Context: an optimization exercise on an open-source flow, tuned for small area, a short achievable clock period and few clock cycles. The choices shown serve that exercise and are no tape-out recipe.
Only simulation tests tie the RTL to the original design; equivalence was not proved.
No activity file was given, so power comes from the tool's default toggle rates.

### flow/config.mk
export PLATFORM = sky130hd
export DESIGN_NAME = preemptive_key_scheduler
export DESIGN_NICKNAME = preemptive_key_scheduler
export VERILOG_FILES = /design/flow/design.v
export SDC_FILE = /design/flow/constraint.sdc
export NUM_CORES = 4
export LEC_CHECK = 0
export CAP_MARGIN = 40
export CORE_MARGIN = 2
export CORE_UTILIZATION = 40
export PLACE_DENSITY = 0.6
export SLEW_MARGIN = 30
### flow/constraint.sdc
create_clock -name core_clock -period 14.0 [get_ports {clk}]
set_input_delay 2.8000 -clock core_clock [delete_from_list [all_inputs] [get_ports {clk}]]
set_output_delay 2.8000 -clock core_clock [all_outputs]
set_load 0.01 [all_outputs]
### flow/design.v
package pks_pkg;
    localparam int SLOT_COUNT = 16;
    localparam int TIME_WIDTH = 16;
    localparam int SLOT_W     = $clog2(SLOT_COUNT);
    localparam int ID_W     = 8;
    localparam int PRIO_W   = 8;
    localparam int DUR_W    = 16;
    localparam int KEY_W    = 16;
    localparam int ACTION_W = 2;
    localparam int POLICY_W = 2;
    localparam int USED_W   = 5;
    localparam int CMP_W    = (TIME_WIDTH > DUR_W) ? TIME_WIDTH : DUR_W;
    localparam int GROUP_SIZE = 4;
    localparam int GROUP_N    = (SLOT_COUNT + GROUP_SIZE - 1) / GROUP_SIZE;
    localparam logic [ACTION_W-1:0] ACT_LOAD    = 2'd0;
    localparam logic [ACTION_W-1:0] ACT_TICK    = 2'd1;
    localparam logic [ACTION_W-1:0] ACT_RESTART = 2'd2;
    localparam logic [POLICY_W-1:0] POL_ARRIVAL = 2'd0;
    localparam logic [POLICY_W-1:0] POL_BURST   = 2'd1;
    localparam logic [POLICY_W-1:0] POL_PRIO    = 2'd2;
    localparam logic REG_POLICY = 1'b0;
    localparam logic REG_SLOTS  = 1'b1;
    localparam int   PADDR_W    = 3;
    typedef struct packed {
        logic [ACTION_W-1:0] action;
        logic [3:0]          slot;
        logic [ID_W-1:0]     proc_id;
        logic [PRIO_W-1:0]   prio;
        logic [DUR_W-1:0]    arrival;
        logic [DUR_W-1:0]    burst;
    } in_item_t;
    typedef struct packed {
        logic [15:0]     tick_time;
        logic [ID_W-1:0] run_id;
        logic            idle;
        logic            first_run;
        logic            finished;
        logic            all_done;
    } out_item_t;
    typedef struct packed {
        logic load;
        logic restart;
        logic mark;
        logic sel_a;
        logic sel_b;
        logic commit;
    } dp_cmd_t;
    typedef enum logic [2:0] {
        ST_IDLE,
        ST_MARK,
        ST_SEL_A,
        ST_SEL_B,
        ST_COMMIT
    } ctrl_state_t;
endpackage
import pks_pkg::*;
module pks_ctrl (
    input  logic                          clk,
    input  logic                          rst_n,
    input  logic                          item_valid,
    input  logic [pks_pkg::ACTION_W-1:0]  action,
    input  logic                          result_stall,
    output logic                          item_stall,
    output logic                          result_valid,
    output pks_pkg::dp_cmd_t              cmd
);
    pks_pkg::ctrl_state_t state_reg;
    pks_pkg::ctrl_state_t state_next;
    logic        result_valid_reg;
    logic        result_valid_next;
    logic        accept;
    always_ff @(posedge clk or negedge rst_n)
    begin
        if (!rst_n)
        begin
            state_reg        <= ST_IDLE;
            result_valid_reg <= 1'b0;
        end
        else
        begin
            state_reg        <= state_next;
            result_valid_reg <= result_valid_next;
        end
    end
    always_comb
    begin
        state_next        = state_reg;
        cmd               = '0;
        item_stall        = (state_reg != ST_IDLE);
        accept            = item_valid && !item_stall;
        result_valid_next = result_valid_reg && result_stall;
        case (state_reg)
            ST_IDLE:
            begin
                if (accept)
                begin
                    case (action)
                        ACT_LOAD:    cmd.load = 1'b1;
                        ACT_RESTART: cmd.restart = 1'b1;
                        ACT_TICK:    state_next = ST_MARK;
                        default:     state_next = ST_IDLE;
                    endcase
                end
            end
            ST_MARK:
            begin
                cmd.mark   = 1'b1;
                state_next = ST_SEL_A;
            end
            ST_SEL_A:
            begin
                cmd.sel_a  = 1'b1;
                state_next = ST_SEL_B;
            end
            ST_SEL_B:
            begin
                cmd.sel_b  = 1'b1;
                state_next = ST_COMMIT;
            end
            ST_COMMIT:
            begin
                if (!result_valid_reg || !result_stall)
                begin
                    cmd.commit        = 1'b1;
                    result_valid_next = 1'b1;
                    state_next        = ST_IDLE;
                end
            end
            default:
            begin
                state_next = ST_IDLE;
            end
        endcase
    end
    assign result_valid = result_valid_reg;
endmodule
import pks_pkg::*;
module pks_dp (
    input  logic                          clk,
    input  logic                          rst_n,
    input  pks_pkg::dp_cmd_t              cmd,
    input  pks_pkg::in_item_t             item,
    input  logic [pks_pkg::POLICY_W-1:0]  policy,
    input  logic [pks_pkg::USED_W-1:0]    slots_in_use,
    output pks_pkg::out_item_t            result
);
    logic [SLOT_COUNT-1:0][ID_W-1:0]   id_reg;
    logic [SLOT_COUNT-1:0][PRIO_W-1:0] prio_reg;
    logic [SLOT_COUNT-1:0][DUR_W-1:0]  arrival_reg;
    logic [SLOT_COUNT-1:0][DUR_W-1:0]  burst_reg;
    logic [SLOT_COUNT-1:0][DUR_W-1:0]      rem_reg;
    logic [SLOT_COUNT-1:0][DUR_W-1:0]      rem_next;
    logic [SLOT_COUNT-1:0] ready_reg;
    logic [SLOT_COUNT-1:0] ready_next;
    logic [TIME_WIDTH-1:0] tick_reg;
    logic [TIME_WIDTH-1:0] tick_next;
    logic [GROUP_N-1:0] grp_valid_reg;
    logic [GROUP_N-1:0][SLOT_W-1:0] grp_idx_reg;
    logic [GROUP_N-1:0][KEY_W-1:0]  grp_key_reg;
    logic [GROUP_N-1:0] grp_valid;
    logic [GROUP_N-1:0][SLOT_W-1:0] grp_idx;
    logic [GROUP_N-1:0][KEY_W-1:0]  grp_key;
    logic              best_valid_reg;
    logic [SLOT_W-1:0] best_idx_reg;
    logic              best_valid;
    logic [SLOT_W-1:0] best_idx;
    logic [KEY_W-1:0]  best_key;
    pks_pkg::out_item_t result_reg;
    pks_pkg::out_item_t result_next;
    logic [SLOT_COUNT-1:0] in_use;
    logic [SLOT_COUNT-1:0] elig;
    logic [SLOT_COUNT-1:0][KEY_W-1:0]      slot_key;
    logic                  load_ok;
    logic [SLOT_W-1:0]     load_idx;
    logic [DUR_W-1:0]      rem_best;
    logic [DUR_W-1:0]      rem_dec;
    logic                  all_done;
    function automatic logic [KEY_W-1:0] key_of(
        input logic [POLICY_W-1:0] pol,
        input logic [DUR_W-1:0]    arr,
        input logic [DUR_W-1:0]    bur,
        input logic [PRIO_W-1:0]   pri
    );
        logic [KEY_W-1:0] k;
        case (pol)
            POL_ARRIVAL: k = KEY_W'(arr);
            POL_BURST:   k = KEY_W'(bur);
            default:     k = KEY_W'(pri);
        endcase
        key_of = k;
    endfunction
    assign load_ok  = (32'(item.slot) < SLOT_COUNT);
    assign load_idx = SLOT_W'(item.slot);
    always_comb
    begin
        for (int i = 0; i < SLOT_COUNT; i++)
        begin
            in_use[i]   = (32'(i) < 32'(slots_in_use));
            elig[i]     = in_use[i] && ready_reg[i] && (rem_reg[i] != '0);
            slot_key[i] = key_of(policy, arrival_reg[i], burst_reg[i], prio_reg[i]);
        end
    end
    always_comb
    begin
        for (int g = 0; g < GROUP_N; g++)
        begin
            grp_valid[g] = 1'b0;
            grp_idx[g]   = '0;
            grp_key[g]   = '0;
            for (int j = 0; j < GROUP_SIZE; j++)
            begin
                if ((g * GROUP_SIZE + j) < SLOT_COUNT)
                begin
                    if (elig[g * GROUP_SIZE + j] &&
                        (!grp_valid[g] || (slot_key[g * GROUP_SIZE + j] < grp_key[g])))
                    begin
                        grp_valid[g] = 1'b1;
                        grp_idx[g]   = SLOT_W'(g * GROUP_SIZE + j);
                        grp_key[g]   = slot_key[g * GROUP_SIZE + j];
                    end
                end
            end
        end
    end
    always_comb
    begin
        best_valid = 1'b0;
        best_idx   = '0;
        best_key   = '0;
        for (int g = 0; g < GROUP_N; g++)
        begin
            if (grp_valid_reg[g] && (!best_valid || (grp_key_reg[g] < best_key)))
            begin
                best_valid = 1'b1;
                best_idx   = grp_idx_reg[g];
                best_key   = grp_key_reg[g];
            end
        end
    end
    assign rem_best = rem_reg[best_idx_reg];
    assign rem_dec  = rem_best - 1'b1;
    always_comb
    begin
        all_done = 1'b1;
        for (int i = 0; i < SLOT_COUNT; i++)
        begin
            if (in_use[i])
            begin
                if (best_valid_reg && (SLOT_W'(i) == best_idx_reg))
                begin
                    if (rem_dec != '0)
                        all_done = 1'b0;
                end
                else if (rem_reg[i] != '0)
                begin
                    all_done = 1'b0;
                end
            end
        end
        result_next.tick_time = 16'(tick_reg);
        result_next.run_id    = best_valid_reg ? id_reg[best_idx_reg] : '0;
        result_next.idle      = !best_valid_reg;
        result_next.first_run = best_valid_reg && (rem_best == burst_reg[best_idx_reg]);
        result_next.finished  = best_valid_reg && (rem_dec == '0);
        result_next.all_done  = all_done;
    end
    always_comb
    begin
        rem_next   = rem_reg;
        ready_next = ready_reg;
        tick_next  = tick_reg;
        if (cmd.load && load_ok)
        begin
            rem_next[load_idx]   = item.burst;
            ready_next[load_idx] = 1'b0;
        end
        if (cmd.restart)
        begin
            for (int i = 0; i < SLOT_COUNT; i++)
                rem_next[i] = burst_reg[i];
            ready_next = '0;
            tick_next  = '0;
        end
        if (cmd.mark)
        begin
            for (int i = 0; i < SLOT_COUNT; i++)
            begin
                if (in_use[i] && (CMP_W'(arrival_reg[i]) == CMP_W'(tick_reg)))
                    ready_next[i] = 1'b1;
            end
        end
        if (cmd.commit)
        begin
            if (best_valid_reg)
                rem_next[best_idx_reg] = rem_dec;
            if (tick_reg != '1)
                tick_next = tick_reg + 1'b1;
        end
    end
    always_ff @(posedge clk or negedge rst_n)
    begin
        if (!rst_n)
        begin
            for (int i = 0; i < SLOT_COUNT; i++)
                rem_reg[i] <= '0;
            ready_reg <= '0;
            tick_reg  <= '0;
        end
        else
        begin
            rem_reg   <= rem_next;
            ready_reg <= ready_next;
            tick_reg  <= tick_next;
        end
    end
    always_ff @(posedge clk)
    begin
        if (cmd.load && load_ok)
        begin
            id_reg[load_idx]      <= item.proc_id;
            prio_reg[load_idx]    <= item.prio;
            arrival_reg[load_idx] <= item.arrival;
            burst_reg[load_idx]   <= item.burst;
        end
    end
    always_ff @(posedge clk)
    begin
        if (cmd.sel_a)
        begin
            grp_valid_reg <= grp_valid;
            grp_idx_reg   <= grp_idx;
            grp_key_reg   <= grp_key;
        end
        if (cmd.sel_b)
        begin
            best_valid_reg <= best_valid;
            best_idx_reg   <= best_idx;
        end
        if (cmd.commit)
            result_reg <= result_next;
    end
    assign result = result_reg;
endmodule
import pks_pkg::*;
module preemptive_key_scheduler (
    input  logic                         clk,
    input  logic                         rst_n,
    input  logic                         item_valid,
    output logic                         item_stall,
    input  logic [53:0]                  item_bits,
    output logic                         result_valid,
    input  logic                         result_stall,
    output logic [27:0]                  result_bits,
    input  logic                         psel,
    input  logic                         penable,
    input  logic                         pwrite,
    input  logic [pks_pkg::PADDR_W-1:0]  paddr,
    input  logic [31:0]                  pwdata,
    output logic [31:0]                  prdata,
    output logic                         pready
);
    logic [POLICY_W-1:0] policy_reg;
    logic [USED_W-1:0]   slots_reg;
    logic                cfg_write;
    pks_pkg::dp_cmd_t             cmd;
    pks_pkg::in_item_t            item;
    pks_pkg::out_item_t           result;
    assign item        = pks_pkg::in_item_t'(item_bits);
    assign result_bits = 28'(result);
    assign pready    = 1'b1;
    assign cfg_write = psel && penable && pwrite && pready;
    always_ff @(posedge clk or negedge rst_n)
    begin
        if (!rst_n)
        begin
            policy_reg <= POL_BURST;
            slots_reg  <= '0;
        end
        else if (cfg_write)
        begin
            case (paddr[2])
                REG_POLICY: policy_reg <= pwdata[POLICY_W-1:0];
                REG_SLOTS:  slots_reg  <= pwdata[USED_W-1:0];
                default:    slots_reg  <= slots_reg;
            endcase
        end
    end
    always_comb
    begin
        case (paddr[2])
            REG_POLICY: prdata = 32'(policy_reg);
            REG_SLOTS:  prdata = 32'(slots_reg);
            default:    prdata = '0;
        endcase
    end
    pks_ctrl u_ctrl (
        .clk          (clk),
        .rst_n        (rst_n),
        .item_valid   (item_valid),
        .action       (item.action),
        .result_stall (result_stall),
        .item_stall   (item_stall),
        .result_valid (result_valid),
        .cmd          (cmd)
    );
    pks_dp u_dp (
        .clk          (clk),
        .rst_n        (rst_n),
        .cmd          (cmd),
        .item         (item),
        .policy       (policy_reg),
        .slots_in_use (slots_reg),
        .result       (result)
    );
endmodule
### flow/run.sh
#!/bin/bash
# synth_recipe.tcl (not shown) runs the flow's synth.tcl, then flattens the netlist and writes it again
# the make line also repeats each setting of config.mk as NAME=value (left out here)
make -C /OpenROAD-flow-scripts/flow DESIGN_CONFIG=/design/flow/config.mk WORK_HOME=/design/flow/orfs CLKGATE_MAP_FILE= SYNTH_SCRIPT=/design/flow/synth_recipe.tcl finish
==> run notes <==
# TYPE chip_impl_metric gauge
chip_impl_metric{name="floorplan.die_area",unit="sq um"} 189000
chip_impl_metric{name="syn-instance-count",unit=""} 7031
chip_impl_metric{name="antenna_violating_nets_post_route",unit=""} 0
chip_impl_metric{name="tritoncts_num_sinks",unit=""} 1179
chip_impl_info{name="reg2reg_from",value="u_dp.rem_reg[67]"} 1
chip_impl_metric{name="place_congestion",unit=""} 1.07
chip_impl_metric{name="wire_per_inst",unit="microns"} 40.4
chip_impl_metric{name="synth-compound-area-share",unit=""} 0.161
chip_impl_metric{name="global_route.usage.total",unit=""} 0.395
chip_impl_info{name="hold_path_class",value="flop to flop"} 1
chip_impl_metric{name="finalMaxSlewViolations",unit=""} 0
chip_impl_metric{name="smallest_hold_slack",unit="ns"} 0.490
chip_impl_info{name="setup.worst_path.start_class",value="flop"} 1
chip_impl_metric{name="synthesis.area_per_instance",unit="sq um"} 10.6
chip_impl_metric{name="synthDistinctLibCells",unit=""} 102
chip_impl_metric{name="num_io_pins",unit=""} 159
chip_impl_metric{name="r2r.worst_path.cells",unit=""} 37
chip_impl_metric{name="finalPower",unit="W"} 0.0156
chip_impl_metric{name="cap_viol_max_count",unit=""} 0
chip_impl_metric{name="critPathMaxFanout",unit=""} 18
chip_impl_metric{name="cts.repair.resized",unit=""} 0
chip_impl_metric{name="io_buffers",unit=""} 101
chip_impl_info{name="grt_setup_unrepaired",value="false"} 1
chip_impl_metric{name="setup_viol",unit=""} 0
chip_impl_metric{name="drt_pass1_iterations",unit=""} 9
chip_impl_metric{name="via_count_of_the_first_global_routing_pass",unit=""} 60000
chip_impl_info{name="critical_path.startpoint",value="u_dp.rem_reg[67]"} 1
chip_impl_metric{name="grt_antenna_before_repair",unit=""} 22
chip_impl_metric{name="detail_route.vias_per_cell",unit=""} 6.89
chip_impl_metric{name="power.density_cell_area",unit="nW/um^2"} 186
chip_impl_metric{name="detail_route.iter0.violations",unit=""} 10800
chip_impl_metric{name="setup-tns-final",unit="ns"} 0
chip_impl_metric{name="initial_core_util",unit=""} 0.401
chip_impl_metric{name="peakVddDrop",unit="mV"} 0.118
chip_impl_metric{name="postSynth.asyncResetShare",unit=""} 0.254
chip_impl_metric{name="muxShareOfSynthArea",unit=""} 0.150
chip_impl_metric{name="fraction_of_layout_cells_with_a_size_suffix_above_1",unit=""} 0.149
chip_impl_metric{name="synth-edff-count",unit=""} 880
chip_impl_info{name="timing.setup.critical_path_class",value="flop to flop"} 1
chip_impl_metric{name="finClkSkew",unit="ns"} 0.0501
chip_impl_metric{name="worst_margin_pin_slew",unit="ns"} 1.14
chip_impl_metric{name="detailedPlacementHpwl",unit="microns"} 287000
chip_impl_metric{name="cts_max_path_bufs",unit=""} 3
chip_impl_metric{name="grt_max_degree",unit=""} 177
chip_impl_info{name="cell_type_of_the_slowest_stage_on_the_worst_timing_path",value="sky130_fd_sc_hd__nand4_1"} 1
chip_impl_info{name="cts_root_buffer",value="sky130_fd_sc_hd__clkbuf_16"} 1
chip_impl_metric{name="max_freq",unit="GHz"} 0.0839
chip_impl_metric{name="overflow",unit=""} 0
chip_impl_metric{name="post_cts_buffers",unit=""} 0
chip_impl_metric{name="cts_hold_repair.buffers",unit=""} 0
chip_impl_metric{name="post_synth_xor_area_fraction",unit=""} 0.0352
chip_impl_metric{name="worst_path_largest_cell_delay",unit="ns"} 0.87
chip_impl_metric{name="die_width",unit="microns"} 435
chip_impl_info{name="status",value="finished clean"} 1
chip_impl_metric{name="hold_violations",unit=""} 0
chip_impl_metric{name="path_clk_slew",unit="ns"} 0.06
chip_impl_metric{name="clock_insertion_delay_worst_skew",unit="ns"} 0.85
chip_impl_metric{name="cts_made_buffers",unit=""} 146
chip_impl_metric{name="n_fill_cell",unit=""} 17300
chip_impl_metric{name="worstHoldPathCells",unit=""} 0
chip_impl_metric{name="postLayoutCoreUtil",unit=""} 0.454
chip_impl_info{name="synthFlopType",value="sky130_fd_sc_hd__edfxtp_1"} 1
chip_impl_metric{name="synth_simple_gate_area_frac",unit=""} 0.115
chip_impl_metric{name="floorplan.core_area",unit="sq um"} 185000
chip_impl_metric{name="std_cell_rows",unit=""} 158
chip_impl_metric{name="critical_path_arrival",unit="ns"} 12.49
chip_impl_metric{name="relSlewSlack",unit=""} 0.239
chip_impl_metric{name="timing.critical_path.required",unit="ns"} 14.57
chip_impl_metric{name="routed_wl",unit="microns"} 387000
chip_impl_metric{name="synth.ff_latch_count",unit=""} 1179
chip_impl_metric{name="remaining_drc_errors",unit=""} 0
chip_impl_metric{name="final_min_period_over_clock_period",unit=""} 0.852
chip_impl_metric{name="dr_total_vias",unit=""} 66000
chip_impl_metric{name="yosys.area_share.adder",unit=""} 0.0401
chip_impl_info{name="tritoncts",value="yes"} 1
chip_impl_metric{name="area.growth.synth_to_final",unit="%"} 13.2
chip_impl_info{name="critical_hold_path_startpoint",value="u_dp.tick_reg[14]"} 1
chip_impl_metric{name="seq_area_frac_synth",unit=""} 0.457
chip_impl_info{name="crit_path_capture_type",value="flop"} 1
chip_impl_metric{name="grt_pass1_wl",unit="microns"} 517000
chip_impl_metric{name="final_period_minus_worst_setup_slack",unit="ns"} 11.92
chip_impl_info{name="worst_path_most_repeated_cell",value="sky130_fd_sc_hd__a21o_1"} 1
chip_impl_metric{name="design.final.nets",unit=""} 7304
chip_impl_metric{name="power.leakage",unit="nW"} 31.8
chip_impl_metric{name="synthesis.area",unit="sq um"} 74200
chip_impl_metric{name="cts_max_level",unit=""} 4
chip_impl_info{name="synth_top_family_by_area",value="compound AO/OA/AOI/OAI gates"} 1
chip_impl_metric{name="die_h",unit="microns"} 435
chip_impl_metric{name="ys.warnings.count",unit=""} 3
==> area by class of cell <==
| type | count | area (sq um) | area share |
|---|---|---|---|
| Antenna cell | 8 | 20.0 | 0.000238 |
| Clock buffer | 194 | 4030 | 0.0480 |
| Clock inverter | 74 | 855 | 0.0102 |
| Inverter | 172 | 658 | 0.00784 |
| Multi-Input combinational cell | 5116 | 37700 | 0.449 |
| Sequential cell | 1179 | 33900 | 0.404 |
| Tap cell | 2480 | 3100 | 0.0369 |
| Timing Repair Buffer | 355 | 3690 | 0.0439 |
==> synth_stat cells (53+ instances only) <==
master,n,area share
sky130_fd_sc_hd__nand2_1,887,0.045
sky130_fd_sc_hd__nor3_1,70,0.0047
sky130_fd_sc_hd__ha_1,238,0.040
sky130_fd_sc_hd__o22ai_1,161,0.014
sky130_fd_sc_hd__nand4_1,90,0.0076
sky130_fd_sc_hd__a22o_1,183,0.022
sky130_fd_sc_hd__a21o_1,79,0.0080
sky130_fd_sc_hd__nor4_1,117,0.0099
sky130_fd_sc_hd__mux4_2,171,0.052
sky130_fd_sc_hd__xor2_1,242,0.029
sky130_fd_sc_hd__a21oi_1,215,0.015
sky130_fd_sc_hd__mux2i_1,376,0.051
sky130_fd_sc_hd__xnor2_1,54,0.0064
sky130_fd_sc_hd__inv_1,169,0.0085
sky130_fd_sc_hd__mux2_2,271,0.041
sky130_fd_sc_hd__dfrtp_1,298,0.10
sky130_fd_sc_hd__clkbuf_1,413,0.021
sky130_fd_sc_hd__nand3_1,122,0.0082
sky130_fd_sc_hd__a221o_1,122,0.016
sky130_fd_sc_hd__edfxtp_1,880,0.36
sky130_fd_sc_hd__nor2_1,363,0.018
sky130_fd_sc_hd__buf_1,87,0.0044
sky130_fd_sc_hd__o211ai_1,53,0.0054
sky130_fd_sc_hd__o21ai_0,756,0.051
==> cell usage in the layout (no fill, tap or decap), types with 41 or more instances in the layout <==
master and count:
sky130_fd_sc_hd__a21o_1 79, sky130_fd_sc_hd__a21oi_1 212, sky130_fd_sc_hd__a221o_1 122, sky130_fd_sc_hd__a22o_1 183
sky130_fd_sc_hd__a32oi_1 41, sky130_fd_sc_hd__and3_1 43, sky130_fd_sc_hd__buf_4 166, sky130_fd_sc_hd__clkbuf_16 149
sky130_fd_sc_hd__clkdlybuf4s50_1 98, sky130_fd_sc_hd__dfrtp_1 297, sky130_fd_sc_hd__edfxtp_1 880, sky130_fd_sc_hd__ha_1 237
sky130_fd_sc_hd__inv_1 167, sky130_fd_sc_hd__mux2_2 271, sky130_fd_sc_hd__mux2i_1 375, sky130_fd_sc_hd__mux4_2 171
sky130_fd_sc_hd__nand2_1 871, sky130_fd_sc_hd__nand3_1 113, sky130_fd_sc_hd__nand4_1 90, sky130_fd_sc_hd__nor2_1 346
sky130_fd_sc_hd__nor3_1 64, sky130_fd_sc_hd__nor4_1 99, sky130_fd_sc_hd__o211ai_1 53, sky130_fd_sc_hd__o21a_1 42
sky130_fd_sc_hd__o21ai_0 755, sky130_fd_sc_hd__o22ai_1 161, sky130_fd_sc_hd__xnor2_1 52, sky130_fd_sc_hd__xor2_1 242
==> critical path, delay by kind of cell (launching register included) <==
kind / cells / cell delay, ns
mux: 2 / 0.84
buf+inv: 5 / 1.09
fa+ha+maj: 3 / 0.78
simple gates: 10 / 4.36
compound gates: 17 / 4.11
flops: 1 / 0.40
==> per-stage QoR <==
step	setup WS, ns	cells	area [sq um]
finish	2.08	9578	84000
global route	2.00	9572	84000
CTS	2.59	9551	83700
detailed placement	2.66	9283	78800
global placement	1.99	9219	77600
floorplan	2.94	7057	74300
==> cell families after synthesis <==
| group | after synthesis |
|---|---|
| AO/OA/AOI/OAI | 1842 |
| XOR/XNOR | 297 |
| adder cells (fa/ha/maj) | 238 |
| buffers and inverters | 762 |
| flip-flops | 1179 |
| multiplexers | 836 |
| other | 2 |
| AND/OR/NAND/NOR | 1875 |
==> report_power, final <==
group	internal [W]	switching [W]	total (W)	leakage, nW
registers	0.00454	0.000857	0.00540	11.6
clock network	0.00228	0.00170	0.00397	2.36
logic	0.00233	0.00391	0.00624	17.9
total	0.00915	0.00646	0.0156	31.8
==> worst paths after layout <==
kind	endpoint	slack (ns)
max	u_dp.grp_key_reg[17]	2.08
min	u_dp.result_reg[26]	0.49
max reg2reg	u_dp.grp_key_reg[17]	2.08
min reg2reg	u_dp.result_reg[26]	0.49
max in group asynchronous	u_dp.rem_reg[112]	10.34
min in group asynchronous	u_dp.rem_reg[88]	2.03
==> per-layer routing <==
metal	global-route usage	up-vias	wire, microns
li1	-	26500	-
met1	0.509	33100	143000
met2	0.551	5203	157000
met3	0.113	1176	47100
met4	0.320	12	39100
met5	0	-	78
Testbench counts, summed over its fixed seeds: cycles 39,496.

## afterwards: timing with drivers on the ports
The results above use ideal ports. As a check the final layout listed here was re-extracted and re-timed, cells and wires unchanged.
Step 1 (the two cells are an assumption about what drives the block):
set clk [get_ports {clk}]
set_driving_cell -lib_cell sky130_fd_sc_hd__clkbuf_16 $clk
set_driving_cell -lib_cell sky130_fd_sc_hd__buf_2 [delete_from_list [all_inputs] $clk]
Step 2, shift: input delay + t, output delay - t, t = (earliest + latest rising clock arrival at the registers) / 2. This alone moves slack from input paths to output paths.
a / b / c = ideal / step 1 / step 2; a / b = the first two.
t, ns: 0.916
setup slack, ns: 2.076 / 2.076 / 2.076
hold WS [ns]: 0.490 / 0.490 / 0.490
After both steps setup and hold are still met in this run. The setup slack of this run moves by 0.000 ns with the drivers and by 0.000 ns with both steps.
